What follows belongs to an exercise in optimizing a design on an open flow for small area; a production flow would make more cautious choices. Only simulation tests tie the RTL to the original design; equivalence was not proved.

red:
Design vecdot9, start of the top module:
module vecdot9 (
  input  logic                clk,
  input  logic                reset,
  input  logic                en,
  input  vecdot_pkg::sample_t hin,
  input  logic                hin_valid,
  input  vecdot_pkg::sample_t xin,
  input  logic                xin_valid,
  output vecdot_pkg::sample_t dout,
  output logic                dout_valid,
  output logic                sat
);
  localparam int W = 16;
  localparam int N = 9;
  localparam int AW = 2*W + 3;
  logic [N*W-1:0]     xslot_q;
  logic [(N-1)*W-1:0] kpart_q;
  logic [N*W-1:0]     kcur_q;
  logic               kzero_q;
  logic [3:0]         fcnt_q;
  logic [3:0]         kcnt_q;
  logic [N-1:0]       step_q;
  logic               vld_q;
  logic [AW-1:0]      acc_q;
  logic x_acc, h_acc, f_done, k_done, busy;
  assign x_acc  = en && xin_valid;
  assign h_acc  = en && hin_valid;
  assign f_done = x_acc && (fcnt_q == 4'd8);
  assign k_done = h_acc && (kcnt_q == 4'd8);
  assign busy   = |step_q;
  always_ff @(posedge clk) begin
    if (reset) begin
      fcnt_q <= '0;
    end else if (x_acc) begin
      fcnt_q <= (fcnt_q == 4'd8) ? 4'd0 : fcnt_q + 4'd1;
    end
  end
  always_ff @(posedge clk) begin
    if (reset) begin
  ...
Size: ~1,500 cells after synthesis, roughly 470 flip-flops, about 55 I/O pins.
Settings: LEC_CHECK=0, ABC_AREA=1, CAP_MARGIN=20, CORE_MARGIN=2, CORE_UTILIZATION=60, CTS_CLUSTER_DIAMETER=100, CTS_CLUSTER_SIZE=30, GPL_TIMING_DRIVEN=0, SLEW_MARGIN=20; clock period 8.0 ns.
standard.sh (not shown) runs the stock make flow with config.mk's settings and CLKGATE_MAP_FILE= SYNTH_SCRIPT=/design/flow/synth_recipe.tcl, a recipe that flattens the netlist after the stock synthesis.
==> flow/flow/run.sh <==
#!/bin/bash
# The standard layout with three changes:
#  - synthesis maps through an area-oriented ABC script (flow/abc_area.script)
#    in place of ORFS's; ORFS's other scripts are used unchanged;
#  - every port still gets its own buffer, of the smallest buffer cell;
#  - clock tree synthesis inserts no dummy loads.
set -euo pipefail
here=$(pwd)
rm -rf "$here/scripts_abc"
cp -r "$FLOW_HOME/scripts" "$here/scripts_abc"
cp "$here/flow/abc_area.script" "$here/scripts_abc/abc_area.script"
bash standard.sh SCRIPTS_DIR="$here/scripts_abc" synth > "$here/synth.log" 2>&1
bash standard.sh \
  "BUFFER_PORTS_ARGS=-buffer_cell sky130_fd_sc_hd__buf_1" \
  "CTS_ARGS=-sink_clustering_enable -repair_clock_nets -sink_clustering_size 30 -sink_clustering_max_diameter 100 -dont_use_dummy_load" \
  finish > "$here/layout.log" 2>&1
==> flow/flow/abc_area.script <==
strash
&get -n
&st
&dch
&nf -R 1000
&put
topo
stime -c
upsize -c
dnsize -c
red completed every stage of the flow, and the final layout passed the timing, design-rule and antenna checks.
### red -> blue
- CORE_UTILIZATION changed from 60 to 45
==> flow/flow/run.sh <==
#!/bin/bash
# The standard layout, with synthesis mapping through an area-oriented ABC
# script (flow/abc_area.script) in place of ORFS's. Everything else is ORFS's
# own scripts, unchanged.
set -euo pipefail
here=$(pwd)
rm -rf "$here/scripts_abc"
cp -r "$FLOW_HOME/scripts" "$here/scripts_abc"
cp "$here/flow/abc_area.script" "$here/scripts_abc/abc_area.script"
bash standard.sh SCRIPTS_DIR="$here/scripts_abc" synth > "$here/synth.log" 2>&1
bash standard.sh > "$here/layout.log" 2>&1
blue improves on red in setup slack after placement.
Taking red as the reference, in blue maximum frequency rose 0.0010 GHz, number of CTS-inserted buffers rose 1, relative area change from synthesis to final layout rose 3.4 points.
Going from red to blue, final critical-path required period shrinks by 0.059 ns.
In the flow results for blue and red, the share of the clock period used by the worst path is smaller on blue.
Source of the critical timing path = step_q[2]: red; source of the critical timing path = step_q[1]: blue
> inputs changed (blue -> green)
==> flow/run.sh (new file) <==
#!/bin/bash
# synth_recipe.tcl (not shown) runs the flow's synth.tcl, then flattens the netlist and writes it again
# the make line also repeats each setting of config.mk as NAME=value (left out here)
make -C /OpenROAD-flow-scripts/flow DESIGN_CONFIG=/design/flow/config.mk WORK_HOME=/design/flow/orfs CLKGATE_MAP_FILE= SYNTH_SCRIPT=/design/flow/synth_recipe.tcl finish
removed: flow/flow/run.sh
removed: flow/flow/abc_area.script
removed: flow/standard.sh
Notes after the runs:
Delta (green minus blue): non-filler instance count after layout now larger; global-route wire length before repair moved up; post-placement setup slack went up by 0.35 ns; synthesized-area fraction occupied by xor and xnor cells now sits lower. Area overhead of the layout relative to synthesis (lower): green. Worst setup slack for green: 0.018 ns down relative to blue. Per the comparison of green with blue, global-route track usage on met2 rose by 6.8 points, part of the cycle the worst path needs saw an increase.

==> static timing again, ports no longer ideal <==
In the flow no input, the clock included, has a driving cell. The finished layouts below were timed again as built, in two steps.
Step 1 (the two cells are an assumption about what drives the block):
set clk [get_ports {clk}]
set_driving_cell -lib_cell sky130_fd_sc_hd__clkbuf_16 $clk
set_driving_cell -lib_cell sky130_fd_sc_hd__buf_2 [delete_from_list [all_inputs] $clk]
Step 2 moves the port delays by t, midway between the first and last clock arrival at a register: inputs arrive t later, outputs are due t later. That takes back most of the time a late clock gives input paths.
a / b / c = ideal / step 1 / step 2; a / b = the first two.
| run | t, ns | slack for setup (ns) | cell pins on the clock port's net |
|---|---|---|---|
| red | 0.607 | 0.415 / 0.415 / 0.415 | 1 |
| blue | 0.643 | 0.474 / 0.474 / 0.474 | 1 |
| green | 0.647 | 0.456 / 0.456 / 0.456 | 1 |
After both steps every run listed still meets setup and hold.
